Context: an optimization exercise on an open-source flow, tuned for small area and a short achievable clock period. The choices shown serve that exercise and are no tape-out recipe. At most, simulation tests tie the RTL to the original design; equivalence was not proved. Function not checked in runs 1 to 5: the RTL went through the layout flow alone. Power figures rest on the tool's default switching activity, not on a simulated workload.

==> design/flow/design.v <==
package trace_pkg;
    localparam int TRACE_W   = 102;
    localparam int WDATA_LSB = 0;
    localparam int WADDR_LSB = 32;
    localparam int WENA_BIT  = 37;
    localparam int INST_LSB  = 38;
    localparam int PC_LSB    = 70;
endpackage
import trace_pkg::*;
module trace_fifo
#(
    parameter int WIDTH = TRACE_W,
    parameter int DEPTH = 16
) (
    input  logic              clk,
    input  logic [DEPTH-1:0]  we,
    input  logic [WIDTH-1:0]  wdata,
    input  logic [DEPTH-1:0]  rsel,
    output logic [WIDTH-1:0]  rdata
);
    logic [WIDTH-1:0] mem [DEPTH];
    always_ff @(posedge clk) begin
        for (int i = 0; i < DEPTH; i++) begin
            if (we[i]) begin
                mem[i] <= wdata;
            end
        end
    end
    always_comb begin
        rdata = '0;
        for (int i = 0; i < DEPTH; i++) begin
            rdata = rdata | (mem[i] & {WIDTH{rsel[i]}});
        end
    end
endmodule
import trace_pkg::*;
module cpu_trace_buffer
#(
    parameter int DEPTH       = 16,
    parameter int MAX_RECORDS = 560
) (
    input  logic        clk,
    input  logic        rst,
    input  logic        trace_en,
    input  logic [31:0] pc,
    input  logic [31:0] inst,
    input  logic        rf_wena,
    input  logic [4:0]  rf_waddr,
    input  logic [31:0] rf_wdata,
    output logic        out_valid,
    input  logic        out_ready,
    output logic [31:0] out_data,
    output logic        out_last,
    output logic        full,
    output logic        empty,
    output logic        overflow,
    output logic [15:0] drop_count,
    output logic [31:0] rec_count,
    output logic        done
);
    localparam int RW = $clog2(MAX_RECORDS + 1);
    logic               w0, w1, w2, nw3;
    logic               hsel, nhold;
    logic               nvalid, nempty, nfull, ndone;
    logic [DEPTH-1:0]   wsel;        
    logic [DEPTH-1:0]   rsel;        
    logic [DEPTH-1:0]   we;
    logic [4:0]         occ;         
    logic [RW-1:0]      rec;
    logic [TRACE_W-1:0] entry_in;
    logic [TRACE_W-1:0] head;
    logic [69:0]        ent;         
    logic               adv, pop, push, drop, accept;
    assign entry_in = {pc, inst, rf_wena, rf_waddr, rf_wdata};
    assign adv    = nvalid || (!nw3 && out_ready);
    assign pop    = nempty && adv;
    assign accept = trace_en && ndone;
    assign push   = accept && (nfull || pop);
    assign drop   = accept && !nfull && !pop;
    assign we = wsel & {DEPTH{nfull || (!nw3 && out_ready)}};
    trace_fifo #(
        .WIDTH (TRACE_W),
        .DEPTH (DEPTH)
    ) u_fifo (
        .clk   (clk),
        .we    (we),
        .wdata (entry_in),
        .rsel  (rsel),
        .rdata (head)
    );
    always_ff @(posedge clk or posedge rst) begin
        if (rst) begin
            wsel   <= DEPTH'(1);
            rsel   <= DEPTH'(1);
            occ    <= '0;
            full   <= 1'b0;
            nfull  <= 1'b1;
            empty  <= 1'b1;
            nempty <= 1'b0;
        end else begin
            if (push) wsel <= {wsel[DEPTH-2:0], wsel[DEPTH-1]};
            if (pop)  rsel <= {rsel[DEPTH-2:0], rsel[DEPTH-1]};
            if (push && !pop) begin
                occ    <= occ + 5'd1;
                empty  <= 1'b0;
                nempty <= 1'b1;
                full   <= (occ == 5'(DEPTH - 1));
                nfull  <= (occ != 5'(DEPTH - 1));
            end else if (pop && !push) begin
                occ    <= occ - 5'd1;
                full   <= 1'b0;
                nfull  <= 1'b1;
                empty  <= (occ == 5'd1);
                nempty <= (occ != 5'd1);
            end
        end
    end
    always_ff @(posedge clk or posedge rst) begin
        if (rst) begin
            rec        <= '0;
            done       <= 1'b0;
            ndone      <= 1'b1;
            overflow   <= 1'b0;
            drop_count <= '0;
        end else begin
            if (push) begin
                rec   <= rec + 1'b1;
                done  <= (rec == RW'(MAX_RECORDS - 1));
                ndone <= (rec != RW'(MAX_RECORDS - 1));
            end
            if (drop) begin
                overflow <= 1'b1;
                if (drop_count != 16'hFFFF) begin
                    drop_count <= drop_count + 16'd1;
                end
            end
        end
    end
    assign rec_count = 32'(rec);
    always_ff @(posedge clk or posedge rst) begin
        if (rst) begin
            out_valid <= 1'b0;
            nvalid    <= 1'b1;
            out_last  <= 1'b0;
            w0    <= 1'b0;
            w1    <= 1'b0;
            w2    <= 1'b0;
            nw3   <= 1'b1;
            hsel  <= 1'b1;
            nhold <= 1'b0;
        end else begin
            if (adv) begin
                out_valid <= nempty;
                nvalid    <= !nempty;
                out_last  <= 1'b0;
                w0    <= nempty;
                nw3   <= 1'b1;
                hsel  <= !nempty;
                nhold <= nempty;
            end else if (out_ready) begin
                out_last <= w2;
                w0    <= 1'b0;
                w1    <= w0;
                w2    <= w1;
                nw3   <= !w2;
                hsel  <= w2;
                nhold <= !w2;
            end
        end
    end
    always_ff @(posedge clk) begin
        if (!nhold) begin
            ent <= head[69:0];
        end
    end
    always_ff @(posedge clk) begin
        if (nvalid || out_ready) begin
            if (hsel)    out_data <= head[PC_LSB +: 32];
            else if (w0) out_data <= ent[INST_LSB +: 32];
            else if (w1) out_data <= {ent[WENA_BIT], 26'b0, ent[WADDR_LSB +: 5]};
            else         out_data <= ent[WDATA_LSB +: 32];
        end
    end
endmodule
==> design/flow/run.sh <==
#!/bin/bash
# synth_recipe.tcl (not shown) runs the flow's synth.tcl, then flattens the netlist and writes it again
# the make line also repeats each setting of config.mk as NAME=value (left out here)
make -C /OpenROAD-flow-scripts/flow DESIGN_CONFIG=/design/flow/config.mk WORK_HOME=/design/flow/orfs CLKGATE_MAP_FILE= SYNTH_SCRIPT=/design/flow/synth_recipe.tcl finish
==> design/flow/config.mk <==
export PLATFORM = sky130hd
export DESIGN_NAME = cpu_trace_buffer
export DESIGN_NICKNAME = cpu_trace_buffer
export VERILOG_FILES = /design/flow/design.v
export SDC_FILE = /design/flow/constraint.sdc
export NUM_CORES = 4
export LEC_CHECK = 0
export CAP_MARGIN = 20
export CORE_MARGIN = 2
export CORE_UTILIZATION = 45
export CTS_CLUSTER_DIAMETER = 70
export CTS_CLUSTER_SIZE = 24
export PLACE_DENSITY = 0.6
export SETUP_SLACK_MARGIN = 3.0
export SLEW_MARGIN = 20
==> design/flow/constraint.sdc <==
create_clock -name core_clock -period 5.5 [get_ports {clk}]
set_input_delay 1.1000 -clock core_clock [delete_from_list [all_inputs] [get_ports {clk}]]
set_output_delay 1.1000 -clock core_clock [all_outputs]
set_load 0.01 [all_outputs]
==> flow_summary.toml, run 1 <==
[floorplanning]
design.core.area_sq_um = 143000
initial_core_util = 0.452
die_area_sq_um = 147000
die-height_um = 383
fp-row-count = 139
die_w_um = 383
ios = 192

[worst_setup_path]
crit_path_end_kind = "output port"
crit_required_ps = 4400
worst-setup-path-type = "reg2out"
crit_chain = "buf_2"
crit_family = "flip-flops"
crit_fanout = 1
worstPathArrival_ps = 1430
cp_slowest_stage_delay_ps = 500
critPathSlowestCell = "edfxtp_1"
startpoint_type = "flip-flop"
path_buf_inv = 1

[synth]
synth_top_area_frac = 0.804
ys_seq_area_frac = 0.834
ys_ff_latch = 1813
synth_edf_count = 1734
netlist_instances = 3370
synth-async-reset-ratio = 0.0436
synthTopCellsByCount = "1734 x edfxtp_1, 320 x a221oi_1, 296 x a22o_1"
ys.flop_type = "edfxtp_1"
syn_avg_cell_area_sq_um = 19.2
netlist_area_sq_um = 64800
synth.largest_area_cell = "edfxtp_1"
synth_most_common_cell = "edfxtp_1"
synth_cell_types = 49
yosys_warnings = 3
yosys-top-cells-area = "edfxtp_1 80%, a221oi_1 4.3%, a22o_1 4.0%"

[power]
clock_power_share = 0.356
internal_power_mw = 19.2
p_leak_nw = 23.3
pwr-share-comb = 0.016
netSwitchingFraction = 0.206
ir_worst_vdd_mv = 0.272
power-per-cell-area_nw_per_um2 = 328
p_switching_mw = 4.98
seqPwrFrac = 0.628

[placed_design]
dp.cells = 5303
dp_hpwl_mm = 89.7
gp_congestion = 0.758
numPortBuffers = 169
post-place-ws_ps = 1280
placed_area_sq_um = 69000

[routing]
finalWirelength_mm = 199
drt_iter0_markers = 5627
drc = 0
first_pass_iters = 6
ant_nets = 0
dr_total_vias = 36200
vias_per_cell = 6.51
wl_per_cell_um = 35.7

[global_route]
grt_overflow = 0
top_usage_layer = "met2"
grt_use_met3 = 0.0426
grt_pass1_wl_mm = 268
grt_start_max_net_pins = 103
grtUsageMet2 = 0.418
antenna_found_initial = 17
grt_pass1_vias = 34200
track_usage = 0.259
use_met1 = 0.367

[sta]
setup-violations-final = 0
hold_viol = 0
fmax_mhz = 395
fin_crit_sh = 0.461
fin_ws_ps = 2970
relSlewSlack = 0.319
drv_slew = 0
worst_slew_pin_slew_ps = 1020
skew_ps = 39.2
fin_crit_ps = 2530
rsz0062_at_grt = "yes"
tns_ps = 0

[finish]
area_growth_pct = 13.7
nFillCells = 11400
drive_above_1_share = 0.120
final_area_sq_um = 73700
final_cell_count_no_fill = 5565
num-nets-final = 3704

[cts]
clock-sinks = 1813
clkTransAtPathRegs_ps = 90
cts_buffers = 101
hold_buffers = 0
cts_tree = "built"
clockBufferDepth = 3
clock_latency_ps = 760
h-tree-depth = 3
root_buffer = "clkbuf_16"

[run]
max_cap_viol_count = 0

[run_status]
status = "no timing/DRC/antenna violations"

[min_path]
hold_path_class = "reg2reg"
-- layer usage --
layer | vias up | part of all wire
met5 | - | 0.00079
met4 | 14 | 0.027
met3 | 266 | 0.10
met2 | 2205 | 0.47
met1 | 19100 | 0.40
li1 | 14600 | -
-- area by class of cell --
cell class	count	area (sq um)	area share
Sequential cell	1813	54100	0.735
Multi-Input combinational cell	1331	9980	0.135
Timing Repair Buffer	331	3730	0.0507
Clock buffer	107	2550	0.0346
Tap cell	1903	2380	0.0323
Clock inverter	62	838	0.0114
Inverter	12	55.1	0.000747
Antenna cell	5	12.5	0.000170
Timing Repair inverter	1	5.00	0.0000679
-- cells by family (layout without fill, tap and decap cells) --
kind of cell | count (synthesis) | count (layout) | share of synthesized area
AND/OR/NAND/NOR | 380 | 382 | 0.0291
other | 1 | 27 | 0.0000579
AO/OA/AOI/OAI | 882 | 882 | 0.113
adder cells (fa/ha/maj) | 7 | 7 | 0.00135
buffers and inverters | 249 | 513 | 0.0163
flip-flops | 1813 | 1813 | 0.834
XOR/XNOR | 26 | 26 | 0.00351
multiplexers | 12 | 12 | 0.00199
-- power by group through the flow --
| stage | Sequential (mW) | Clock (mW) | Combinational [mW] |
|---|---|---|---|
| final | 15.2 | 8.61 | 0.382 |
| after global placement | 15.5 | 0 | 0.379 |
| after floorplan | 15.5 | 0 | 0.0659 |
| after CTS | 15.2 | 8.69 | 0.380 |
| after detailed placement | 15.5 | 0 | 0.390 |
| after global routing | 15.2 | 9.13 | 0.412 |
-- metrics by stage --
step	utilization	hold WS (ps)	power [mW]
after detailed placement	0.481	470	15.9
after global placement	0.481	464	15.9
after global routing	0.514	515	24.7
after floorplan	-	419	15.6
final	0.514	497	24.2
after CTS	0.511	484	24.2
-- final timing paths --
check                      slack (ps)  depth (start not counted)         start             end
max                              2970                          1  out_data[31]    out_data[31]
min reg2reg                       500                          2       wsel[0]         wsel[0]
max in group asynchronous        3650                          3           rst           nfull
min in group asynchronous         870                          2           rst  drop_count[15]
max reg2reg                      2980                          4            w1    out_data[27]
min                               500                          2       wsel[0]         wsel[0]
-- tightest hold or removal path, stage by stage, from the launching register on --
cell and delay (ps):
dfstp_2 390, nand2_1 60, nand2_1 50
-- flip-flops by register name (all words and copies together) (netlist names), 5 cells and up --
name,count
drop_count,16
ent,70
occ,5
out_data,32
rec,10
rsel,16
u_fifo.mem,1632
wsel,16
-- placed cells by master (no fill, tap or decap), types with 10 or more instances in the layout --
| cell type | n |
|---|---|
| a21oi_1 | 12 |
| a221oi_1 | 318 |
| a222oi_1 | 25 |
| a22o_1 | 296 |
| a22oi_1 | 176 |
| a31oi_1 | 25 |
| buf_12 | 28 |
| buf_16 | 13 |
| buf_2 | 30 |
| buf_4 | 86 |
| buf_6 | 16 |
| clkbuf_16 | 111 |
| clkdlybuf4s15_1 | 19 |
| clkdlybuf4s15_2 | 14 |
| clkdlybuf4s50_1 | 104 |
| clkinv_8 | 10 |
| conb_1 | 22 |
| dfrtp_1 | 51 |
| dfrtp_4 | 15 |
| edfxtp_1 | 1734 |
| inv_6 | 12 |
| inv_8 | 11 |
| nand2_1 | 141 |
| nand3_1 | 48 |
| nand4_1 | 105 |
| nor2_1 | 40 |
| nor2b_4 | 17 |
| o21ai_0 | 12 |
| xnor2_1 | 18 |
-- what timing repair did --
action,CTS,global route
pin swaps,2,1
buffers inserted,55,14
gates resized for setup,250,21
endpoints found under the setup margin,1663,802
cloned,10,9
==> inputs of run 2 (changes only) <==
--- a/design/flow/config.mk
+++ b/design/flow/config.mk
@@ -8,8 +8,8 @@
 export CAP_MARGIN = 20
 export CORE_MARGIN = 2
 export CORE_UTILIZATION = 45
-export CTS_CLUSTER_DIAMETER = 70
-export CTS_CLUSTER_SIZE = 24
+export CTS_CLUSTER_DIAMETER = 80
+export CTS_CLUSTER_SIZE = 30
 export PLACE_DENSITY = 0.6
 export SETUP_SLACK_MARGIN = 3.0
 export SLEW_MARGIN = 20
==> flow_summary.toml, run 2 <==
[synth]
synth_most_common_cell = "edfxtp_1"
netlist_area_sq_um = 64800
netlist_instances = 3370
synth_fa_ha_area_frac = 0.00135
synth_edf_count = 1734
ys_ff_latch = 1813
synth_cell_types = 49
yosys-mux-area-fraction = 0.00199
ys_seq_area_frac = 0.834
synth_top_family_by_area = "compound AO/OA/AOI/OAI gates"
syn_avg_cell_area_sq_um = 19.2
synth_top_area_frac = 0.804
synth_compound_area_frac = 0.113
yosys.area_share.simple = 0.0291
synth_xor_area_frac = 0.00351
synthTopCellsByCount = "1734 x edfxtp_1, 320 x a221oi_1, 296 x a22o_1"
synth.largest_area_cell = "edfxtp_1"
ys.flop_type = "edfxtp_1"
yosys-top-cells-area = "edfxtp_1 80%, a221oi_1 4.3%, a22o_1 4.0%"
synth-async-reset-ratio = 0.0436
yosys_warnings = 3

[cts]
clock_latency_ps = 720
clock-sinks = 1813
root_buffer = "clkbuf_16"
h-tree-depth = 3
clockBufferDepth = 3
clkTransAtPathRegs_ps = 110
cts_buffers = 76
hold_buffers = 0
cts_tree = "built"

[finish]
drive_above_1_share = 0.0984
top_regs = "u_fifo.mem: 1632 flops, ent: 70 flops, out_data: 32 flops"
top_register = "u_fifo.mem"
num-nets-final = 3677
final_area_sq_um = 72700
final_cell_count_no_fill = 5511
final_common_cell = "edfxtp_1"
area_growth_pct = 12.1
layout_common_cells = "1734 x edfxtp_1, 318 x a221oi_1, 296 x a22o_1"
largest_register_ffs = 1632
fin_util = 0.507

[floorplanning]
design.core.area_sq_um = 143000
initial_core_util = 0.452
die-height_um = 383
die_area_sq_um = 147000
ios = 192
fp-row-count = 139
die_w_um = 383

[routing]
wl_met3_mm = 20.0
drt-met1-wl_mm = 77.9
top_layer_used = "met5"
finalWirelength_mm = 194
first_pass_iters = 6
wl_met2_mm = 91.4
ant_nets = 0
dr_total_vias = 35900
drc = 0
drt_iter0_markers = 5347
wl_per_cell_um = 35.2
vias_per_cell = 6.51

[sta]
worst_slew_pin_slew_ps = 1000
skew_ps = 53.6
holdWs_ps = 492
drv_slew = 0
tns_ps = 0
fin_ws_ps = 2960
hold_viol = 0
relSlewSlack = 0.331
fin_crit_ps = 2540
fmax_mhz = 393
setup-violations-final = 0
fin_crit_sh = 0.462
rsz0062_at_grt = "yes"

[power]
p_leak_nw = 22.8
ir_worst_vdd_mv = 0.268
power-per-cell-area_nw_per_um2 = 311
finalPower_mw = 22.6

[global_route]
grt_overflow = 0
grt_pass1_wl_mm = 264
track_usage = 0.254
grt_pass1_vias = 33900
grt_start_max_net_pins = 103
antenna_found_initial = 24

[placed_design]
placed_area_sq_um = 69000
gp_congestion = 0.758
dp_hpwl_mm = 89.7
post-place-ws_ps = 1280
dp.cells = 5303
numPortBuffers = 169

[worst_setup_path]
crit_fanout = 51
crit_required_ps = 5850
startpoint_type = "primary input"
crit_path_end_kind = "flip-flop"
worstPathArrival_ps = 2890
worst-setup-path-type = "in2reg"

[min_path]
hold_path_class = "reg2reg"

[run]
max_cap_viol_count = 0

[run_status]
status = "no timing/DRC/antenna violations"
[run 2: cell types whose count changed in the layout (fill, tap and decap cells not counted), sizes merged]
cell | previous run | this run
inv | 34 | 25
clkdlybuf4s15 | 33 | 44
dlygate4sd2 | 1 | 9
clkinv | 25 | 8
buf | 178 | 157
clkinvlp | 7 | 5
diode | 5 | 9
bufinv | 9 | 2
bufbuf | 3 | 2
clkbuf | 119 | 99
[run 2: power by group]
part           total, mW  internal [mW]  switching [mW]  leakage (nW)
clock network       7.05           2.82            4.23          1.13
logic              0.381          0.103           0.278          4.93
registers           15.2           15.1          0.0365          16.8
[run 2: kinds of logic (layout without fill, tap and decap cells)]
family | after synthesis | after routing
adders and majority gates | 7 | 7
xor gates and xnor gates | 26 | 26
DFF | 1813 | 1813
AOI/OAI and AO/OA | 882 | 882
muxes | 12 | 12
buffers and inverters | 249 | 455
other | 1 | 31
and+or+nand+nor | 380 | 382
[run 2: layout make-up]
type / instances / area (sq um)
inverter: 12 / 55.1
timing repair inverter: 1 / 5.00
antenna: 9 / 22.5
clock inverter: 27 / 332
timing repair buffer: 329 / 3740
fill: 11500 / 70700
sequential: 1813 / 54100
clock buffer: 86 / 2000
multi-input combinational: 1331 / 9990
tap: 1903 / 2380
[run 2: critical path, stage by stage]
cell,delay (ps)
dlygate4sd2_1,310
nor2b_4,250
nor2_4,90
buf_6,190
nor2b_4,390
clkbuf_16,490
[run 2: layer usage]
metal  track usage  vias to the layer above
li1              -                    14500
met1         0.362                    19100
met2         0.410                     2097
met3        0.0385                      229
met4        0.0674                       16
met5             0                        -
[run 2: final timing paths]
kind | from | endpoint | slack, ps | depth (start not counted)
setup / recovery | out_ready | u_fifo.mem[2][44] | 2960 | 6
hold / removal | wsel[0] | wsel[0] | 490 | 2
setup reg to reg | w1 | out_data[27] | 2970 | 4
hold reg to reg | wsel[0] | wsel[0] | 490 | 2
max in group asynchronous | rst | nvalid | 3600 | 3
min in group asynchronous | rst | drop_count[10] | 900 | 2
[run 2: repair_timing]
item,in CTS,in global routing
setup endpoints to repair,1696,933
pin swaps,2,2
gates cloned,6,10
endpoints found under the hold margin,0,0
resized for setup,187,28
setup buffers,64,6
==> inputs of run 3 (changes only) <==
--- a/design/flow/design.v
+++ b/design/flow/design.v
@@ -15,7 +15,8 @@
     input  logic              clk,
     input  logic [DEPTH-1:0]  we,
     input  logic [WIDTH-1:0]  wdata,
-    input  logic [DEPTH-1:0]  rsel,
+    input  logic [DEPTH-1:0]  rsel_lo,
+    input  logic [DEPTH-1:0]  rsel_hi,
     output logic [WIDTH-1:0]  rdata
 );
     logic [WIDTH-1:0] mem [DEPTH];
@@ -26,10 +27,13 @@
             end
         end
     end
+    localparam int LO_W = WIDTH / 2;
     always_comb begin
         rdata = '0;
         for (int i = 0; i < DEPTH; i++) begin
-            rdata = rdata | (mem[i] & {WIDTH{rsel[i]}});
+            rdata[LO_W-1:0]     = rdata[LO_W-1:0] | (mem[i][LO_W-1:0] & {LO_W{rsel_lo[i]}});
+            rdata[WIDTH-1:LO_W] = rdata[WIDTH-1:LO_W] |
+                                  (mem[i][WIDTH-1:LO_W] & {(WIDTH-LO_W){rsel_hi[i]}});
         end
     end
 endmodule
@@ -58,12 +62,13 @@
     output logic [31:0] rec_count,
     output logic        done
 );
-    localparam int RW = $clog2(MAX_RECORDS + 1);
+    localparam int RW = 10;              
     logic               w0, w1, w2, nw3;
     logic               hsel, nhold;
     logic               nvalid, nempty, nfull, ndone;
     logic [DEPTH-1:0]   wsel;        
     logic [DEPTH-1:0]   rsel;        
+    logic [DEPTH-1:0]   rsel2;       
     logic [DEPTH-1:0]   we;
     logic [4:0]         occ;         
     logic [RW-1:0]      rec;
@@ -71,7 +76,10 @@
     logic [TRACE_W-1:0] head;
     logic [69:0]        ent;         
     logic               adv, pop, push, drop, accept;
+    logic [4:0]         occ_inc, occ_dec;
     assign entry_in = {pc, inst, rf_wena, rf_waddr, rf_wdata};
+    assign occ_inc  = occ + 5'd1;
+    assign occ_dec  = occ - 5'd1;
     assign adv    = nvalid || (!nw3 && out_ready);
     assign pop    = nempty && adv;
     assign accept = trace_en && ndone;
@@ -82,16 +90,18 @@
         .WIDTH (TRACE_W),
         .DEPTH (DEPTH)
     ) u_fifo (
-        .clk   (clk),
-        .we    (we),
-        .wdata (entry_in),
-        .rsel  (rsel),
-        .rdata (head)
+        .clk     (clk),
+        .we      (we),
+        .wdata   (entry_in),
+        .rsel_lo (rsel),
+        .rsel_hi (rsel2),
+        .rdata   (head)
     );
     always_ff @(posedge clk or posedge rst) begin
         if (rst) begin
             wsel   <= DEPTH'(1);
             rsel   <= DEPTH'(1);
+            rsel2  <= DEPTH'(1);
             occ    <= '0;
             full   <= 1'b0;
             nfull  <= 1'b1;
@@ -99,15 +109,18 @@
             nempty <= 1'b0;
         end else begin
             if (push) wsel <= {wsel[DEPTH-2:0], wsel[DEPTH-1]};
-            if (pop)  rsel <= {rsel[DEPTH-2:0], rsel[DEPTH-1]};
+            if (pop) begin
+                rsel  <= {rsel[DEPTH-2:0], rsel[DEPTH-1]};
+                rsel2 <= {rsel2[DEPTH-2:0], rsel2[DEPTH-1]};
+            end
             if (push && !pop) begin
-                occ    <= occ + 5'd1;
+                occ    <= occ_inc;
                 empty  <= 1'b0;
                 nempty <= 1'b1;
                 full   <= (occ == 5'(DEPTH - 1));
                 nfull  <= (occ != 5'(DEPTH - 1));
             end else if (pop && !push) begin
-                occ    <= occ - 5'd1;
+                occ    <= occ_dec;
                 full   <= 1'b0;
                 nfull  <= 1'b1;
                 empty  <= (occ == 5'd1);
@@ -175,10 +188,10 @@
     end
     always_ff @(posedge clk) begin
         if (nvalid || out_ready) begin
-            if (hsel)    out_data <= head[PC_LSB +: 32];
-            else if (w0) out_data <= ent[INST_LSB +: 32];
-            else if (w1) out_data <= {ent[WENA_BIT], 26'b0, ent[WADDR_LSB +: 5]};
-            else         out_data <= ent[WDATA_LSB +: 32];
+            out_data <= ({32{hsel}} & head[PC_LSB +: 32])
+                      | ({32{w0}}   & ent[INST_LSB +: 32])
+                      | ({32{w1}}   & {ent[WENA_BIT], 26'b0, ent[WADDR_LSB +: 5]})
+                      | ({32{w2}}   & ent[WDATA_LSB +: 32]);
         end
     end
 endmodule
==> flow_summary.toml, run 3 <==
[run_status]
status = "no timing/DRC/antenna violations"

[power]
netSwitchingFraction = 0.222
p_switching_mw = 5.36
p_leak_nw = 23.5
pwr-share-comb = 0.044
power-per-cell-area_nw_per_um2 = 329
seqPwrFrac = 0.659
ir_worst_vdd_mv = 0.226
internal_power_mw = 18.7
clock_power_share = 0.297

[routing]
top_layer_used = "met5"
drt-met1-wl_mm = 76.0
drt_iter0_markers = 4731
drc = 0
wl_met3_mm = 19.1
finalWirelength_mm = 191
wl_met2_mm = 90.7
ant_nets = 0
vias_per_cell = 6.54
dr_total_vias = 35600
wl_per_cell_um = 35.2
first_pass_iters = 8

[synth]
synth_cell_types = 52
synth.largest_area_cell = "edfxtp_1"
synth_top_area_frac = 0.796
synthTopCellsByCount = "1734 x edfxtp_1, 397 x a22o_1, 396 x a221oi_1"
synth_most_common_cell = "edfxtp_1"
netlist_instances = 3276
synth-async-reset-ratio = 0.0519
ys_ff_latch = 1829
yosys_warnings = 3
synth_edf_count = 1734
ys_seq_area_frac = 0.833
netlist_area_sq_um = 65400
syn_avg_cell_area_sq_um = 20.0
yosys-top-cells-area = "edfxtp_1 80%, a22o_1 5.3%, a221oi_1 5.3%"
ys.flop_type = "edfxtp_1"

[worst_setup_path]
worst-path-stages = 1
worstPathArrival_ps = 1480
crit_family = "flip-flops"
reg2reg_slack_ps = 3030
path_buf_inv = 1
critPathLaunch = "out_data[30]"
worst-setup-path-type = "reg2out"
critPathSlowestCell = "edfxtp_1"
worst_r2r_path_depth = 6
endpoint = "out_data[30]"
crit_path_end_kind = "output port"
cp_slowest_stage_delay_ps = 570
crit_chain = "buf_6"
r2r-end = "out_data[7]"
worstReg2RegStart = "rsel2[4]"
crit_fanout = 1
crit_required_ps = 4400
startpoint_type = "flip-flop"

[floorplanning]
design.core.area_sq_um = 144000
die_w_um = 385
die_area_sq_um = 148000
die-height_um = 385
initial_core_util = 0.455
ios = 192
fp-row-count = 139

[placed_design]
dp_hpwl_mm = 95.7
dp.cells = 5220
gp_congestion = 0.767
numPortBuffers = 169
post-place-ws_ps = 1130

[sta]
drv_slew = 0
relSlewSlack = 0.345
setup-violations-final = 0
tns_ps = 0
rsz0062_at_grt = "yes"
worst_slew_pin_slew_ps = 982
fmax_mhz = 387
fin_crit_sh = 0.470
fin_ws_ps = 2920
fin_crit_ps = 2580
skew_ps = 30.7
holdWs_ps = 489
hold_viol = 0

[finish]
final_cell_count_no_fill = 5442
num-nets-final = 3609
largest_register_ffs = 1632
final_common_cell = "edfxtp_1"
drive_above_1_share = 0.139
layout_common_cells = "1734 x edfxtp_1, 397 x a22o_1, 386 x a221oi_1"
top_regs = "u_fifo.mem: 1632 flops, ent: 70 flops, out_data: 32 flops"
area_growth_pct = 12.0
top_register = "u_fifo.mem"

[cts]
clockBufferDepth = 3
clock_latency_ps = 720
clock-sinks = 1829
cts_buffers = 77
root_buffer = "clkbuf_16"
clkTransAtPathRegs_ps = 120
h-tree-depth = 3
cts_tree = "built"

[run]
max_cap_viol_count = 0

[global_route]
antenna_found_initial = 23
track_usage = 0.252
grt_pass1_wl_mm = 262
grt_overflow = 0
grt_pass1_vias = 33900
grt_start_max_net_pins = 103

[min_path]
hold_path_class = "reg2reg"
[run 3: cell families after synthesis]
group / count (synthesis) / share of synthesized area
AO/OA/AOI/OAI: 872 / 0.116
XOR/XNOR: 28 / 0.00375
adder cells (fa/ha/maj): 7 / 0.00134
buffers and inverters: 271 / 0.0172
flip-flops: 1829 / 0.833
multiplexers: 53 / 0.00909
other: 1 / 0.0000574
AND/OR/NAND/NOR: 215 / 0.0195
[run 3: layer usage]
metal | track usage | up-vias
met5 | 0 | -
met4 | 0.0649 | 18
met3 | 0.0517 | 261
met2 | 0.405 | 1938
met1 | 0.353 | 19000
li1 | - | 14400
[run 3: worst register-to-register path: cells and delay by family (launching register included)]
| kind | cells | cell delay, ps |
|---|---|---|
| buf+inv | 3 | 540 |
| compound gates | 2 | 650 |
| flops | 1 | 580 |
| simple gates | 1 | 450 |
[run 3: worst min path at each step]
stage	from	slack, ps	cells past startpoint	endpoint
global route	empty	500	2	empty
detailed placement	empty	470	2	empty
global placement	overflow	470	1	overflow
CTS	empty	500	2	empty
finish	empty	490	2	empty
floorplan	nempty	450	1	nvalid
[run 3: power groups by stage]
stage,registers (mW),clock network [mW],logic (mW)
6_report,15.9,7.16,1.07
5_1_grt,15.9,7.68,1.13
4_1_cts,15.9,7.23,1.06
3_5_place_dp,16.2,0,1.05
3_3_place_gp,16.2,0,1.04
2_1_floorplan,16.0,0,0.437
[run 3: area by class of cell]
type,count,area (sq um)
multi-input cells,1202,10100
clock inverters,24,310
clock buffers,94,2060
well taps,1903,2380
repair buffers,350,3610
diodes,4,10.0
fillers,11400,70600
inverters,36,141
flip-flops and latches,1829,54600
[run 3: timing repair]
| action | in CTS | in global routing |
|---|---|---|
| resized for setup | 264 | 66 |
| buffers inserted | 67 | 20 |
| endpoints found under the setup margin | 1733 | 393 |
| gates cloned | 11 | 2 |
| pin swaps | 8 | 11 |
| hold buffers | 0 | 0 |
[run 3: through the flow]
| step | util | power (mW) | area (sq um) |
|---|---|---|---|
| floorplan | - | 16.4 | 65600 |
| global route | 0.509 | 24.7 | 73200 |
| global placement | 0.483 | 17.2 | 69500 |
| finish | 0.509 | 24.1 | 73200 |
| CTS | 0.507 | 24.1 | 73000 |
| detailed placement | 0.483 | 17.2 | 69500 |
==> inputs of run 4 (changes only) <==
--- a/design/flow/config.mk
+++ b/design/flow/config.mk
@@ -11,5 +11,5 @@
 export CTS_CLUSTER_DIAMETER = 80
 export CTS_CLUSTER_SIZE = 30
 export PLACE_DENSITY = 0.6
-export SETUP_SLACK_MARGIN = 3.0
+export SETUP_SLACK_MARGIN = 3.2
 export SLEW_MARGIN = 20
==> flow_summary.toml, run 4 <==
[worst_setup_path]
crit_required_ps = 4400
crit_family = "flip-flops"
startpoint_type = "flip-flop"
worstPathArrival_ps = 1510
path_buf_inv = 1
critPathLaunch = "out_data[30]"
crit_fanout = 1
critPathSlowestCell = "edfxtp_1"
crit_path_end_kind = "output port"
worst-setup-path-type = "reg2out"
cp_slowest_stage_delay_ps = 590
worstReg2RegStart = "rsel2[4]"
crit_chain = "buf_6"

[sta]
skew_ps = 30.9
rsz0062_at_grt = "yes"
fmax_mhz = 383
worst_slew_pin_slew_ps = 977
tns_ps = 0
relSlewSlack = 0.349
drv_slew = 0
fin_ws_ps = 2890
fin_crit_sh = 0.475
hold_viol = 0
fin_crit_ps = 2610
holdWs_ps = 487
setup-violations-final = 0

[synth]
yosys_warnings = 3
synth_top_area_frac = 0.796
netlist_area_sq_um = 65400
syn_avg_cell_area_sq_um = 20.0
synthTopCellsByCount = "1734 x edfxtp_1, 397 x a22o_1, 396 x a221oi_1"
synth-async-reset-ratio = 0.0519
synth_most_common_cell = "edfxtp_1"
netlist_instances = 3276
ys_ff_latch = 1829
ys_seq_area_frac = 0.833
synth_edf_count = 1734
ys.flop_type = "edfxtp_1"
synth.largest_area_cell = "edfxtp_1"
yosys-top-cells-area = "edfxtp_1 80%, a22o_1 5.3%, a221oi_1 5.3%"
synth_cell_types = 52

[finish]
fin_util = 0.522
num-nets-final = 3698
final_common_cell = "edfxtp_1"
top_register = "u_fifo.mem"
layout_common_cells = "1734 x edfxtp_1, 395 x a22o_1, 348 x a221oi_1"
drive_above_1_share = 0.174
regArea_sq_um = 54600
multi_input_area_sq_um = 10400
area_growth_pct = 14.8
top_regs = "u_fifo.mem: 1632 flops, ent: 70 flops, out_data: 32 flops"
largest_register_ffs = 1632
nFillCells = 11200

[cts]
clockBufferDepth = 3
root_buffer = "clkbuf_16"
clkTransAtPathRegs_ps = 110
clock-sinks = 1829
hold_buffers = 0
cts_tree = "built"
cts_buffers = 77
h-tree-depth = 3
clock_latency_ps = 720

[power]
power-per-cell-area_nw_per_um2 = 322
ir_worst_vdd_mv = 0.227
p_leak_nw = 24.4

[global_route]
grt_pass1_wl_mm = 271
antenna_found_initial = 19
grt_pass1_vias = 34200
track_usage = 0.261
grt_overflow = 0
grt_start_max_net_pins = 54

[min_path]
hold_path_class = "reg2reg"
hp-start = "empty"

[placed_design]
gp_congestion = 0.767
post-place-ws_ps = 1130
numPortBuffers = 169
dp_hpwl_mm = 95.7

[routing]
vias_per_cell = 6.58
drc = 0
drt_iter0_markers = 5412
dr_total_vias = 36400
first_pass_iters = 6
wl_per_cell_um = 36.0
finalWirelength_mm = 199
ant_nets = 0

[floorplanning]
design.core.area_sq_um = 144000
die_w_um = 385
fp-row-count = 139
ios = 192
die_area_sq_um = 148000
die-height_um = 385
initial_core_util = 0.455

[run_status]
status = "no timing/DRC/antenna violations"

[run]
max_cap_viol_count = 0
## run 4: final timing paths
kind | slack, ps | to | depth (start not counted)
setup / recovery | 2890 | out_data[30] | 1
hold / removal | 490 | empty | 2
setup reg to reg | 3100 | out_data[23] | 8
hold reg to reg | 490 | empty | 2
max in group asynchronous | 3590 | rsel[13] | 3
min in group asynchronous | 850 | drop_count[14] | 2
## run 4: kinds of logic (layout without fill, tap and decap cells)
group | count (synthesis) | in the layout | synth area share
AOI/OAI and AO/OA | 872 | 872 | 0.116
DFF | 1829 | 1829 | 0.833
and+or+nand+nor | 215 | 220 | 0.0195
buffers and inverters | 271 | 593 | 0.0172
other | 1 | 25 | 0.0000574
xor gates and xnor gates | 28 | 28 | 0.00375
adders and majority gates | 7 | 7 | 0.00134
muxes | 53 | 53 | 0.00909
## run 4: layer usage
layer  GRT usage  vias up  share of wire
met5           0        -        0.00048
met4      0.0581       14          0.024
met3      0.0431      251          0.097
met2       0.423     2189           0.48
met1       0.374    19400           0.40
li1            -    14600              -
## run 4: power by group
| group | internal, mW | switching (mW) | total [mW] |
|---|---|---|---|
| registers | 15.5 | 0.328 | 15.9 |
| clock network | 2.89 | 4.31 | 7.19 |
| logic | 0.329 | 0.770 | 1.10 |
## run 4: repair_timing
item | 4_1_cts | 5_1_grt
pin swaps | 21 | 41
endpoints found under the setup margin | 1813 | 256
gates cloned | 24 | 6
gates resized for setup | 420 | 67
buffers inserted | 120 | 39
## run 4: stage by stage
stage,total power [mW],instances,cell area (sq um)
after floorplan,16.4,3297,65600
after global placement,17.2,5220,69500
after detailed placement,17.2,5220,69500
after CTS,24.2,5482,74200
after global routing,24.7,5527,75000
final,24.2,5530,75000
## run 4: cell type report
cell class	count	area share
clock inverter	24	0.00414
multi-input combinational	1202	0.139
sequential	1829	0.727
antenna	3	0.000100
clock buffer	94	0.0275
timing repair buffer	439	0.0682
tap	1903	0.0317
inverter	36	0.00188
==> inputs of run 5 (changes only) <==
==> design/flow/flow/run.sh (new file) <==
#!/bin/bash
# Own layout flow: the standard flow (standard.sh, unchanged synthesis),
# with the port buffers made as buf_2 cells instead of the default delay
# buffer. The full make output goes to make.log in this folder; ORFS keeps
# each step's own log under orfs/logs/.
set -euo pipefail
export BUFFER_PORTS_ARGS="-buffer_cell sky130_fd_sc_hd__buf_2"
bash standard.sh finish > make.log 2>&1
==> design/flow/standard.sh (new file) <==
#!/bin/bash
# synth_recipe.tcl (not shown) runs the flow's synth.tcl, then flattens the netlist and writes it again
# the make line also repeats each setting of config.mk as NAME=value (left out here)
make -C /OpenROAD-flow-scripts/flow DESIGN_CONFIG=/design/flow/config.mk WORK_HOME=/design/flow/orfs CLKGATE_MAP_FILE= SYNTH_SCRIPT=/design/flow/synth_recipe.tcl "${@:-finish}"
--- a/design/flow/config.mk
+++ b/design/flow/config.mk
@@ -11,5 +11,5 @@
 export CTS_CLUSTER_DIAMETER = 80
 export CTS_CLUSTER_SIZE = 30
 export PLACE_DENSITY = 0.6
-export SETUP_SLACK_MARGIN = 3.2
+export SETUP_SLACK_MARGIN = 3.0
 export SLEW_MARGIN = 20
removed: design/flow/run.sh
==> flow_summary.toml, run 5 <==
[finish]
final_common_cell = "edfxtp_1"
largest_register_ffs = 1632
final_cell_count_no_fill = 5383
area_growth_pct = 9.89
num-nets-final = 3548
top_register = "u_fifo.mem"
drive_above_1_share = 0.155
top_regs = "u_fifo.mem: 1632 flops, ent: 70 flops, out_data: 32 flops"
layout_common_cells = "1734 x edfxtp_1, 397 x a22o_1, 396 x a221oi_1"

[synth]
yosys-top-cells-area = "edfxtp_1 80%, a22o_1 5.3%, a221oi_1 5.3%"
ys.flop_type = "edfxtp_1"
ys_ff_latch = 1829
synth_edf_count = 1734
syn_avg_cell_area_sq_um = 20.0
synth_top_area_frac = 0.796
netlist_area_sq_um = 65400
synth.largest_area_cell = "edfxtp_1"
synthTopCellsByCount = "1734 x edfxtp_1, 397 x a22o_1, 396 x a221oi_1"
yosys_warnings = 3
ys_seq_area_frac = 0.833
synth_most_common_cell = "edfxtp_1"
synth-async-reset-ratio = 0.0519
netlist_instances = 3276
synth_cell_types = 52

[cts]
cts_buffers = 77
h-tree-depth = 3
hold_buffers = 0
clock-sinks = 1829
cts_tree = "built"
root_buffer = "clkbuf_16"
clkTransAtPathRegs_ps = 110
clock_latency_ps = 740
clockBufferDepth = 3

[routing]
drt_iter0_markers = 4684
ant_nets = 0
first_pass_iters = 6
wl_per_cell_um = 34.7
finalWirelength_mm = 187
dr_total_vias = 35100
vias_per_cell = 6.52
drc = 0

[worst_setup_path]
crit_path_end_kind = "output port"
crit_chain = "buf_2"
path_buf_inv = 1
worstPathArrival_ps = 1510
crit_required_ps = 4400
crit_family = "flip-flops"
startpoint_type = "flip-flop"
cp_slowest_stage_delay_ps = 560
crit_fanout = 1
worst-setup-path-type = "reg2out"
critPathSlowestCell = "edfxtp_1"

[placed_design]
dp.cells = 5205
numPortBuffers = 169
dp_hpwl_mm = 91.0
post-place-ws_ps = 1640
gp_congestion = 0.778

[sta]
relSlewSlack = 0.286
rsz0062_at_grt = "yes"
skew_ps = 47.9
fin_crit_sh = 0.475
tns_ps = 0
setup-violations-final = 0
fin_crit_ps = 2610
fin_ws_ps = 2890
worst_slew_pin_slew_ps = 1070
hold_viol = 0
drv_slew = 0
fmax_mhz = 383

[global_route]
grt_pass1_wl_mm = 258
grt_overflow = 0
track_usage = 0.245
grt_pass1_vias = 33500
antenna_found_initial = 31
grt_start_max_net_pins = 103

[power]
finalPower_mw = 23.9
p_leak_nw = 23.0
power-per-cell-area_nw_per_um2 = 333
ir_worst_vdd_mv = 0.255

[run]
max_cap_viol_count = 0

[floorplanning]
initial_core_util = 0.455
die_w_um = 385
die-height_um = 385
die_area_sq_um = 148000
fp-row-count = 139
ios = 192
design.core.area_sq_um = 144000

[min_path]
hold_path_class = "in2async"

[run_status]
status = "no timing/DRC/antenna violations"
[run 5: metrics by stage]
stage,area (sq um),hold slack [ps],util
after floorplan,65600,449,-
after detailed placement,68600,467,0.477
after global placement,68600,462,0.477
final,71800,324,0.500
after CTS,71600,272,0.498
after global routing,71800,317,0.499
[run 5: repair_timing]
action                                  in CTS  in global routing
endpoints found under the setup margin    1514                150
pin swaps                                    4                  7
gates cloned                                 2                  1
setup buffers                               41                 10
gates resized for setup                     55                 12
[run 5: kinds of logic after synthesis]
kind of cell    synth area share
flops                      0.833
compound gates             0.116
buf+inv                   0.0172
simple gates              0.0195
mux                      0.00909
xor+xnor                 0.00375
fa+ha+maj                0.00134
other cells            0.0000574
[run 5: metal layers]
layer / part of all wire / vias to the layer above / track usage
li1: - / 14200 / -
met1: 0.41 / 18900 / 0.350
met2: 0.48 / 1767 / 0.403
met3: 0.084 / 242 / 0.0373
met4: 0.022 / 18 / 0.0491
met5: 0.00059 / - / 0
[run 5: report_power, final]
group / switching [mW] / internal, mW / total, mW
Sequential: 0.264 / 15.5 / 15.8
Combinational: 0.768 / 0.267 / 1.03
Clock: 4.33 / 2.79 / 7.11
[run 5: cell type report]
| type | count | area (sq um) |
|---|---|---|
| fillers | 11600 | 72000 |
| flip-flops and latches | 1829 | 54600 |
| multi-input cells | 1199 | 10000 |
| well taps | 1903 | 2380 |
| repair buffers | 292 | 2300 |
| clock buffers | 87 | 1990 |
| clock inverters | 30 | 392 |
| inverters | 36 | 141 |
| diodes | 7 | 17.5 |
[run 5: path summary, 6_finish.rpt]
path	start	to	slack, ps	depth (start not counted)
setup / recovery	out_data[30]	out_data[30]	2890	1
hold / removal	rst	drop_count[3]	320	2
setup reg to reg	rsel[12]	ent[49]	3020	4
hold reg to reg	empty	empty	490	2
max in group asynchronous	rst	rsel[1]	4220	3
min in group core_clock	empty	empty	490	2
==> inputs of run 6 (changes only) <==
--- a/design/flow/design.v
+++ b/design/flow/design.v
@@ -64,7 +64,6 @@
 );
     localparam int RW = 10;              
     logic               w0, w1, w2, nw3;
-    logic               hsel, nhold;
     logic               nvalid, nempty, nfull, ndone;
     logic [DEPTH-1:0]   wsel;        
     logic [DEPTH-1:0]   rsel;        
@@ -74,7 +73,7 @@
     logic [RW-1:0]      rec;
     logic [TRACE_W-1:0] entry_in;
     logic [TRACE_W-1:0] head;
-    logic [69:0]        ent;         
+    logic [TRACE_W-1:0] ent;         
     logic               adv, pop, push, drop, accept;
     logic [4:0]         occ_inc, occ_dec;
     assign entry_in = {pc, inst, rf_wena, rf_waddr, rf_wdata};
@@ -159,8 +158,6 @@
             w1    <= 1'b0;
             w2    <= 1'b0;
             nw3   <= 1'b1;
-            hsel  <= 1'b1;
-            nhold <= 1'b0;
         end else begin
             if (adv) begin
                 out_valid <= nempty;
@@ -168,30 +165,31 @@
                 out_last  <= 1'b0;
                 w0    <= nempty;
                 nw3   <= 1'b1;
-                hsel  <= !nempty;
-                nhold <= nempty;
             end else if (out_ready) begin
                 out_last <= w2;
                 w0    <= 1'b0;
                 w1    <= w0;
                 w2    <= w1;
                 nw3   <= !w2;
-                hsel  <= w2;
-                nhold <= !w2;
             end
         end
     end
     always_ff @(posedge clk) begin
-        if (!nhold) begin
-            ent <= head[69:0];
+        if (adv) begin
+            ent <= head;
         end
     end
+    logic s_head, s_pc, s_inst, s_rf, s_wdata;
+    assign s_head  = adv;
+    assign s_pc    = w0 && !out_ready;
+    assign s_inst  = out_ready ? w0 : w1;
+    assign s_rf    = out_ready ? w1 : w2;
+    assign s_wdata = out_ready ? w2 : !nw3;
     always_ff @(posedge clk) begin
-        if (nvalid || out_ready) begin
-            out_data <= ({32{hsel}} & head[PC_LSB +: 32])
-                      | ({32{w0}}   & ent[INST_LSB +: 32])
-                      | ({32{w1}}   & {ent[WENA_BIT], 26'b0, ent[WADDR_LSB +: 5]})
-                      | ({32{w2}}   & ent[WDATA_LSB +: 32]);
-        end
+        out_data <= ({32{s_head}}  & head[PC_LSB +: 32])
+                  | ({32{s_pc}}    & ent[PC_LSB +: 32])
+                  | ({32{s_inst}}  & ent[INST_LSB +: 32])
+                  | ({32{s_rf}}    & {ent[WENA_BIT], 26'b0, ent[WADDR_LSB +: 5]})
+                  | ({32{s_wdata}} & ent[WDATA_LSB +: 32]);
     end
 endmodule
--- a/design/flow/config.mk
+++ b/design/flow/config.mk
@@ -11,5 +11,5 @@
 export CTS_CLUSTER_DIAMETER = 80
 export CTS_CLUSTER_SIZE = 30
 export PLACE_DENSITY = 0.6
-export SETUP_SLACK_MARGIN = 3.0
+export SETUP_SLACK_MARGIN = 3.25
 export SLEW_MARGIN = 20
==> flow_summary.toml, run 6 <==
[sta]
drv_slew = 0
rsz0062_at_grt = "yes"
setup-violations-final = 0
hold_viol = 0
relSlewSlack = 0.201
tns_ps = 0
fin_crit_ps = 2510
holdWs_ps = 468
skew_ps = 53.1
worst_slew_pin_slew_ps = 1190
fin_ws_ps = 2990
fin_crit_sh = 0.457
fmax_mhz = 398

[synth]
synth_cell_types = 48
synth.largest_area_cell = "edfxtp_1"
synth-async-reset-ratio = 0.0500
netlist_instances = 3495
ys.flop_type = "edfxtp_1"
ys_ff_latch = 1859
synth_most_common_cell = "edfxtp_1"
synthTopCellsByCount = "1734 x edfxtp_1, 281 x a22o_1, 280 x a221oi_1"
synth_edf_count = 1734
synth_top_area_frac = 0.782
ys_seq_area_frac = 0.827
yosys-top-cells-area = "edfxtp_1 78%, a22o_1 3.7%, a221oi_1 3.7%"
netlist_area_sq_um = 66600
yosys_warnings = 3
syn_avg_cell_area_sq_um = 19.1

[cts]
clockBufferDepth = 3
h-tree-depth = 3
hold_buffers = 0
root_buffer = "clkbuf_16"
cts_tree = "built"
clock_latency_ps = 740
cts_buffers = 86
clkTransAtPathRegs_ps = 110
clock-sinks = 1859

[finish]
regArea_sq_um = 55300
drive_above_1_share = 0.177
top_register = "u_fifo.mem"
fin_util = 0.508
multi_input_area_sq_um = 10600
layout_common_cells = "1734 x edfxtp_1, 281 x a22o_1, 276 x a221oi_1"
area_growth_pct = 12.3
largest_register_ffs = 1632
num-nets-final = 3832
nFillCells = 11700
final_cell_count_no_fill = 5722
top_regs = "u_fifo.mem: 1632 flops, ent: 102 flops, out_data: 32 flops"
final_area_sq_um = 74800
final_common_cell = "edfxtp_1"

[routing]
drt_iter0_markers = 5368
drc = 0
vias_per_cell = 6.44
finalWirelength_mm = 199
wl_per_cell_um = 34.7
first_pass_iters = 6
dr_total_vias = 36900
ant_nets = 0

[floorplanning]
die-height_um = 389
initial_core_util = 0.452
ios = 192
fp-row-count = 141
die_w_um = 389
design.core.area_sq_um = 147000
die_area_sq_um = 151000

[placed_design]
gp_congestion = 0.773
numPortBuffers = 169
post-place-ws_ps = 1380
dp_hpwl_mm = 92.1
dp.cells = 5434
placed_area_sq_um = 69500

[worst_setup_path]
worstReg2RegStart = "rsel2[5]"
worst_r2r_path_depth = 4
path_buf_inv = 1
crit_chain = "buf_6"
worst-setup-path-type = "reg2out"
cp_slowest_stage_delay_ps = 570
crit_required_ps = 4400
crit_family = "flip-flops"
reg2reg_slack_ps = 3230
crit_path_end_kind = "output port"
worstPathArrival_ps = 1410
r2r-end = "ent[55]"
critPathSlowestCell = "dfstp_2"
crit_fanout = 2
startpoint_type = "flip-flop"

[min_path]
hold_path_class = "reg2reg"
holdPathStages = 2
hp-start = "ent[44]"
holdPathEnd = "out_data[6]"

[global_route]
grt_pass1_vias = 34600
track_usage = 0.250
grt_overflow = 0
grt_start_max_net_pins = 116
antenna_found_initial = 39
grt_pass1_wl_mm = 269

[run]
max_cap_viol_count = 0

[power]
finalPower_mw = 24.8
power-per-cell-area_nw_per_um2 = 331
ir_worst_vdd_mv = 0.241
p_leak_nw = 24.5

[run_status]
status = "no timing/DRC/antenna violations"
## run 6: cell count changes in the layout (fill, tap and decap cells not counted), sizes merged, moves of 9 or more
cell,before,now
a22oi,25,269
clkinv,13,23
nand4,102,78
inv,48,37
or4,2,33
buf,289,341
mux2,51,36
a22o,397,281
nand3,22,13
nand2,30,260
clkbuf,90,105
a221oi,396,280
dfxtp,0,32
## run 6: how the worst max path moves through the flow
stage / from / end / slack, ps / cells past startpoint
floorplan: out_ready / u_fifo.mem[10][0] / 1980 / 4
global placement: out_ready / u_fifo.mem[1][33] / 1370 / 6
detailed placement: out_ready / u_fifo.mem[11][78] / 1380 / 7
CTS: empty / empty / 2940 / 1
global route: empty / empty / 2940 / 1
finish: empty / empty / 2990 / 1
## run 6: final cells by class
class	instances	share of cell area
inverter	11	0.00110
sequential	1859	0.739
clock inverter	53	0.00881
clock buffer	97	0.0297
multi-input combinational	1410	0.142
tap	1930	0.0323
timing repair buffer	351	0.0471
antenna	11	0.000368
## run 6: power breakdown
part | internal (mW) | switching (mW)
combinational | 0.350 | 0.643
clock | 3.24 | 4.70
sequential | 15.7 | 0.172
## run 6: cells by family (layout without fill, tap and decap cells)
logic type	Yosys count	after routing	share of synthesized area
compound gates	877	877	0.110
xor+xnor	28	28	0.00368
fa+ha+maj	7	7	0.00131
buf+inv	250	512	0.0188
flops	1859	1859	0.827
mux	38	38	0.00639
other cells	1	33	0.0000563
simple gates	435	438	0.0328
## run 6: per-layer routing
layer,global-route usage,vias to the layer above,part of all wire
met2,0.410,2042,0.48
met1,0.356,19600,0.40
met5,0,-,0.00081
li1,-,15000,-
met3,0.0420,269,0.097
met4,0.0511,26,0.022
## run 6: what timing repair did
action	CTS	global route
cloned	11	9
pin swaps	5	6
setup endpoints to repair	1816	753
gates resized for setup	198	52
buffers inserted	68	39
## run 6: worst register-to-register path: stages, from the launching register on
cell and delay, ps:
dfrtp_4 560, buf_12 250, a22o_1 310, a221oi_1 300
nand4_1 430
==> inputs of run 7 (changes only) <==
--- a/design/flow/config.mk
+++ b/design/flow/config.mk
@@ -10,6 +10,7 @@
 export CORE_UTILIZATION = 45
 export CTS_CLUSTER_DIAMETER = 80
 export CTS_CLUSTER_SIZE = 30
+export GPL_ROUTABILITY_DRIVEN = 0
 export PLACE_DENSITY = 0.6
-export SETUP_SLACK_MARGIN = 3.25
+export SETUP_SLACK_MARGIN = 3.0
 export SLEW_MARGIN = 20
==> flow_summary.toml, run 7 <==
[worst_setup_path]
crit_required_ps = 4400
crit_family = "flip-flops"
crit_path_end_kind = "output port"
critPathSlowestCell = "dfstp_2"
cp_slowest_stage_delay_ps = 570
worst-setup-path-type = "reg2out"
crit_fanout = 2
startpoint_type = "flip-flop"
worstPathArrival_ps = 1410
crit_chain = "buf_6"
path_buf_inv = 1

[sta]
fin_crit_sh = 0.457
holdWs_ps = 467
hold_viol = 0
drv_slew = 0
fin_crit_ps = 2510
setup-violations-final = 0
fmax_mhz = 398
worst_slew_pin_slew_ps = 1170
tns_ps = 0
skew_ps = 50.1
relSlewSlack = 0.219
rsz0062_at_grt = "yes"

[routing]
wl_met3_mm = 15.4
drc = 0
wl_per_cell_um = 32.9
dr_total_vias = 35700
vias_per_cell = 6.36
finalWirelength_mm = 185
ant_nets = 0
wl_met2_mm = 90.4
first_pass_iters = 6
top_layer_used = "met5"
drt-met1-wl_mm = 75.9
drt_iter0_markers = 4568

[synth]
netlist_area_sq_um = 66600
syn_avg_cell_area_sq_um = 19.1
synth_edf_count = 1734
synth.largest_area_cell = "edfxtp_1"
ys.flop_type = "edfxtp_1"
synth_cell_types = 48
synth_top_area_frac = 0.782
yosys_warnings = 3
netlist_instances = 3495
synthTopCellsByCount = "1734 x edfxtp_1, 281 x a22o_1, 280 x a221oi_1"
synth-async-reset-ratio = 0.0500
ys_ff_latch = 1859
synth_most_common_cell = "edfxtp_1"
yosys-top-cells-area = "edfxtp_1 78%, a22o_1 3.7%, a221oi_1 3.7%"
ys_seq_area_frac = 0.827

[global_route]
antenna_found_initial = 38
grt_pass1_vias = 34300
track_usage = 0.240
grt_start_max_net_pins = 116
grt_pass1_wl_mm = 260
grt_overflow = 0

[finish]
final_common_cell = "edfxtp_1"
top_register = "u_fifo.mem"
area_growth_pct = 9.59
layout_common_cells = "1734 x edfxtp_1, 281 x a22o_1, 280 x a221oi_1"
multi_input_area_sq_um = 10600
nFillCells = 11900
final_area_sq_um = 73000
num-nets-final = 3734
regArea_sq_um = 55200
top_regs = "u_fifo.mem: 1632 flops, ent: 102 flops, out_data: 32 flops"
largest_register_ffs = 1632
drive_above_1_share = 0.150

[floorplanning]
ios = 192
die_w_um = 389
die_area_sq_um = 151000
die-height_um = 389
initial_core_util = 0.452
fp-row-count = 141
design.core.area_sq_um = 147000

[power]
power-per-cell-area_nw_per_um2 = 337
internal_power_mw = 19.2
p_leak_nw = 23.8
pwr-share-comb = 0.036
clock_power_share = 0.322
seqPwrFrac = 0.642
ir_worst_vdd_mv = 0.242
p_switching_mw = 5.48
netSwitchingFraction = 0.222

[cts]
hold_buffers = 0
h-tree-depth = 3
root_buffer = "clkbuf_16"
clock-sinks = 1859
clkTransAtPathRegs_ps = 110
clockBufferDepth = 3
clock_latency_ps = 740
cts_tree = "built"
cts_buffers = 86

[placed_design]
dp_hpwl_mm = 92.1
placed_area_sq_um = 69500
numPortBuffers = 169

[run_status]
status = "no timing/DRC/antenna violations"

[min_path]
hold_path_class = "reg2reg"

[run]
max_cap_viol_count = 0
run 7: cell counts after synthesis:
No cell type changed its count.
run 7: cells by family after synthesis:
| logic type | after synthesis | share of synthesized area |
|---|---|---|
| AOI/OAI and AO/OA | 877 | 0.110 |
| xor gates and xnor gates | 28 | 0.00368 |
| adders and majority gates | 7 | 0.00131 |
| buffers and inverters | 250 | 0.0188 |
| DFF | 1859 | 0.827 |
| muxes | 38 | 0.00639 |
| other | 1 | 0.0000563 |
| and+or+nand+nor | 435 | 0.0328 |
run 7: final cells by class:
class                   count  share of cell area
flip-flops and latches   1859               0.756
multi-input cells        1410               0.145
well taps                1930              0.0331
clock buffers              97              0.0305
repair buffers            253              0.0254
clock inverters            53             0.00903
inverters                  11            0.000737
diodes                      8            0.000274
run 7: path summary, 6_finish.rpt:
check | start | end | slack [ps] | cells after the start
worst max register to register | nw3 | u_fifo.mem[8][52] | 3030 | 5
max in group asynchronous | rst | rsel[0] | 3990 | 3
worst min register to register | ent[44] | out_data[6] | 470 | 2
worst min-delay path | ent[44] | out_data[6] | 470 | 2
min in group asynchronous | rst | rec[6] | 530 | 2
worst max-delay path | empty | empty | 2990 | 1
run 7: power by group through the flow:
stage | Sequential [mW] | Clock (mW) | Combinational [mW]
floorplan | 16.1 | 0 | 0.491
global placement | 16.1 | 0 | 0.862
detailed placement | 16.1 | 0 | 0.884
CTS | 15.8 | 8.02 | 0.896
global route | 15.8 | 8.46 | 0.990
finish | 15.8 | 7.92 | 0.896
run 7: routing by layer:
layer  global-route usage  vias up
met2                0.395     1682
li1                     -    14700
met3               0.0407      232
met1                0.341    19100
met4               0.0451       28
met5                    0        -
run 7: tightest hold or removal path, delay by kind of cell (launching register included):
| family | cells | cell delay (ps) |
|---|---|---|
| AND/OR/NAND/NOR | 1 | 60 |
| AO/OA/AOI/OAI | 1 | 60 |
| flip-flops | 1 | 340 |
run 7: stage by stage:
step                      cells  worst slack, ps  power (mW)   util
after detailed placement   5434             1380        17.0  0.472
after global placement     5434             1370        17.0  0.472
after floorplan            3516             1980        16.6      -
after CTS                  5608             2850        24.7  0.495
final                      5621             2990        24.6  0.495
after global routing       5616             2940        25.3  0.495
run 7: repair_timing:
action | in CTS | in global routing
gates resized for setup | 69 | 20
pin swaps | 1 | 3
setup buffers | 18 | 3
endpoints found under the setup margin | 1290 | 405
cloned | 6 | 2
==> inputs of run 8 (changes only) <==
--- a/design/flow/config.mk
+++ b/design/flow/config.mk
@@ -10,7 +10,6 @@
 export CORE_UTILIZATION = 45
 export CTS_CLUSTER_DIAMETER = 80
 export CTS_CLUSTER_SIZE = 30
-export GPL_ROUTABILITY_DRIVEN = 0
 export PLACE_DENSITY = 0.6
 export SETUP_SLACK_MARGIN = 3.0
 export SLEW_MARGIN = 20
==> flow_summary.toml, run 8 <==
[worst_setup_path]
worst-setup-path-type = "reg2out"
crit_required_ps = 4400
path_buf_inv = 1
cp_slowest_stage_delay_ps = 570
critPathLaunch = "empty"
crit_family = "flip-flops"
crit_fanout = 2
critPathSlowestCell = "dfstp_2"
worstPathArrival_ps = 1410
crit_chain = "buf_6"
startpoint_type = "flip-flop"
worstReg2RegStart = "nw3"
crit_path_end_kind = "output port"

[placed_design]
dp_hpwl_mm = 92.1
numPortBuffers = 169
gp_congestion = 0.773
post-place-ws_ps = 1380
placed_area_sq_um = 69500

[routing]
wl_per_cell_um = 32.9
first_pass_iters = 6
drt_iter0_markers = 4568
vias_per_cell = 6.36
drc = 0
ant_nets = 0
dr_total_vias = 35700
finalWirelength_mm = 185

[finish]
top_register = "u_fifo.mem"
num-nets-final = 3734
area_growth_pct = 9.59
layout_common_cells = "1734 x edfxtp_1, 281 x a22o_1, 280 x a221oi_1"
multi_input_area_sq_um = 10600
nFillCells = 11900
fin_util = 0.495
regArea_sq_um = 55200
drive_above_1_share = 0.150
final_common_cell = "edfxtp_1"
top_regs = "u_fifo.mem: 1632 flops, ent: 102 flops, out_data: 32 flops"
largest_register_ffs = 1632
final_area_sq_um = 73000

[cts]
clock-sinks = 1859
cts_tree = "built"
h-tree-depth = 3
clkTransAtPathRegs_ps = 110
cts_buffers = 86
clock_latency_ps = 740
hold_buffers = 0
root_buffer = "clkbuf_16"
clockBufferDepth = 3

[floorplanning]
ios = 192
die_area_sq_um = 151000
die_w_um = 389
die-height_um = 389
design.core.area_sq_um = 147000
fp-row-count = 141
initial_core_util = 0.452

[global_route]
grt_overflow = 0
grt_pass1_vias = 34300
grt_pass1_wl_mm = 260
grtUsageMet2 = 0.395
grt_use_met3 = 0.0407
use_met1 = 0.341
track_usage = 0.240
top_usage_layer = "met2"
antenna_found_initial = 38
grt_start_max_net_pins = 116

[sta]
rsz0062_at_grt = "yes"
fin_ws_ps = 2990
hold_viol = 0
worst_slew_pin_slew_ps = 1170
fmax_mhz = 398
fin_crit_sh = 0.457
skew_ps = 50.1
relSlewSlack = 0.219
setup-violations-final = 0
tns_ps = 0
drv_slew = 0
fin_crit_ps = 2510

[run]
max_cap_viol_count = 0

[synth]
synth-async-reset-ratio = 0.0500
synth_top_family_by_area = "compound AO/OA/AOI/OAI gates"
netlist_instances = 3495
synthTopCellsByCount = "1734 x edfxtp_1, 281 x a22o_1, 280 x a221oi_1"
synth_compound_area_frac = 0.110
ys_ff_latch = 1859
synth.largest_area_cell = "edfxtp_1"
yosys-mux-area-fraction = 0.00639
syn_avg_cell_area_sq_um = 19.1
ys_seq_area_frac = 0.827
synth_edf_count = 1734
netlist_area_sq_um = 66600
synth_xor_area_frac = 0.00368
yosys-top-cells-area = "edfxtp_1 78%, a22o_1 3.7%, a221oi_1 3.7%"
yosys_warnings = 3
synth_cell_types = 48
synth_fa_ha_area_frac = 0.00132
ys.flop_type = "edfxtp_1"
synth_top_area_frac = 0.782
yosys.area_share.simple = 0.0328
synth_most_common_cell = "edfxtp_1"

[power]
p_leak_nw = 23.8
ir_worst_vdd_mv = 0.242
power-per-cell-area_nw_per_um2 = 337

[min_path]
hold_path_class = "reg2reg"
hp-start = "ent[44]"

[run_status]
status = "no timing/DRC/antenna violations"
-- run 8: cell counts after synthesis --
No cell type changed its count.
-- run 8: power by group --
group	internal (mW)	total, mW	switching [mW]
logic	0.263	0.896	0.632
clock network	3.24	7.92	4.68
registers	15.7	15.8	0.162
-- run 8: final timing paths --
| kind | to | slack, ps | cells after the start |
|---|---|---|---|
| setup / recovery | empty | 2990 | 1 |
| hold / removal | out_data[6] | 470 | 2 |
| setup reg to reg | u_fifo.mem[8][52] | 3030 | 5 |
| hold reg to reg | out_data[6] | 470 | 2 |
| max in group asynchronous | rsel[0] | 3990 | 3 |
| min in group asynchronous | rec[6] | 530 | 2 |
-- run 8: worst register-to-register path: stages, from the launching register on --
cell      delay (ps)
dfstp_2          580
and2b_4          230
nor2_4           330
buf_8            340
nor2b_4           90
clkbuf_8         330
-- run 8: layout make-up --
cell class,count,share of cell area
Clock inverter,53,0.00903
Antenna cell,8,0.000274
Multi-Input combinational cell,1410,0.145
Timing Repair Buffer,253,0.0254
Tap cell,1930,0.0331
Sequential cell,1859,0.756
Inverter,11,0.000737
Clock buffer,97,0.0305
-- run 8: what timing repair did --
action                                   CTS  global route
gates resized for setup                   69            20
cloned                                     6             2
endpoints found under the setup margin  1290           405
pin swaps                                  1             3
buffers inserted                          18             3
-- run 8: metrics by stage --
| step | hold WS, ps | instances | total power [mW] |
|---|---|---|---|
| 2_1_floorplan | 411 | 3516 | 16.6 |
| 3_3_place_gp | 445 | 5434 | 17.0 |
| 3_5_place_dp | 450 | 5434 | 17.0 |
| 4_1_cts | 477 | 5608 | 24.7 |
| 5_1_grt | 497 | 5616 | 25.3 |
| 6_report | 467 | 5621 | 24.6 |
-- run 8: per-layer routing --
metal,wire (um),vias to the layer above
li1,-,14700
met1,75900,19100
met2,90400,1682
met3,15400,232
met4,3400,28
met5,172,-
-- run 8: logic make-up (layout without fill, tap and decap cells) --
group / count (synthesis) / in the layout
flip-flops: 1859 / 1859
AO/OA/AOI/OAI: 877 / 877
AND/OR/NAND/NOR: 435 / 438
buffers and inverters: 250 / 414
multiplexers: 38 / 38
XOR/XNOR: 28 / 28
adder cells (fa/ha/maj): 7 / 7
other: 1 / 30

-- what the ideal ports hide --
How much do the figures lean on ideal ports? The routed layouts below were timed once more, with nothing changed but the port constraints. Step 1 assumes that a clkbuf_16 drives the clock port and a buf_2 every other input. Step 2 times the ports against the registers' clock, not the clock port: input delays grow and output delays shrink by t, the midpoint of the rising clock arrivals with the driver on. Slacks: no drivers / after step 1 / after step 2; pairs: no drivers / after step 1.
| run | t (ns) | setup slack, ns | worst setup path after step 2 | latest minus earliest clock arrival (ns) |
|---|---|---|---|---|
| run 1 | 0.812 | 2.967 / 2.893 / 2.176 | input to register | 0.040 / 0.041 |
| run 2 | 0.765 | 2.958 / 2.913 / 2.213 | input to register | 0.058 / 0.058 |
| run 3 | 0.780 | 2.916 / 2.840 / 2.234 | input to register | 0.038 / 0.039 |
| run 4 | 0.782 | 2.887 / 2.810 / 2.439 | input to register | 0.040 / 0.040 |
| run 5 | 0.790 | 2.887 / 2.814 / 2.255 | input to register | 0.051 / 0.051 |
| run 6 | 0.804 | 2.987 / 2.901 / 2.394 | input to register | 0.055 / 0.055 |
| run 7 | 0.803 | 2.986 / 2.902 / 2.271 | input to register | 0.052 / 0.052 |
| run 8 | 0.803 | 2.986 / 2.902 / 2.271 | input to register | 0.052 / 0.052 |
After both steps every run listed still meets setup and hold. For run 1, which loses most, drivers alone change the setup slack by -0.074 ns; drivers and shift together by -0.791 ns.
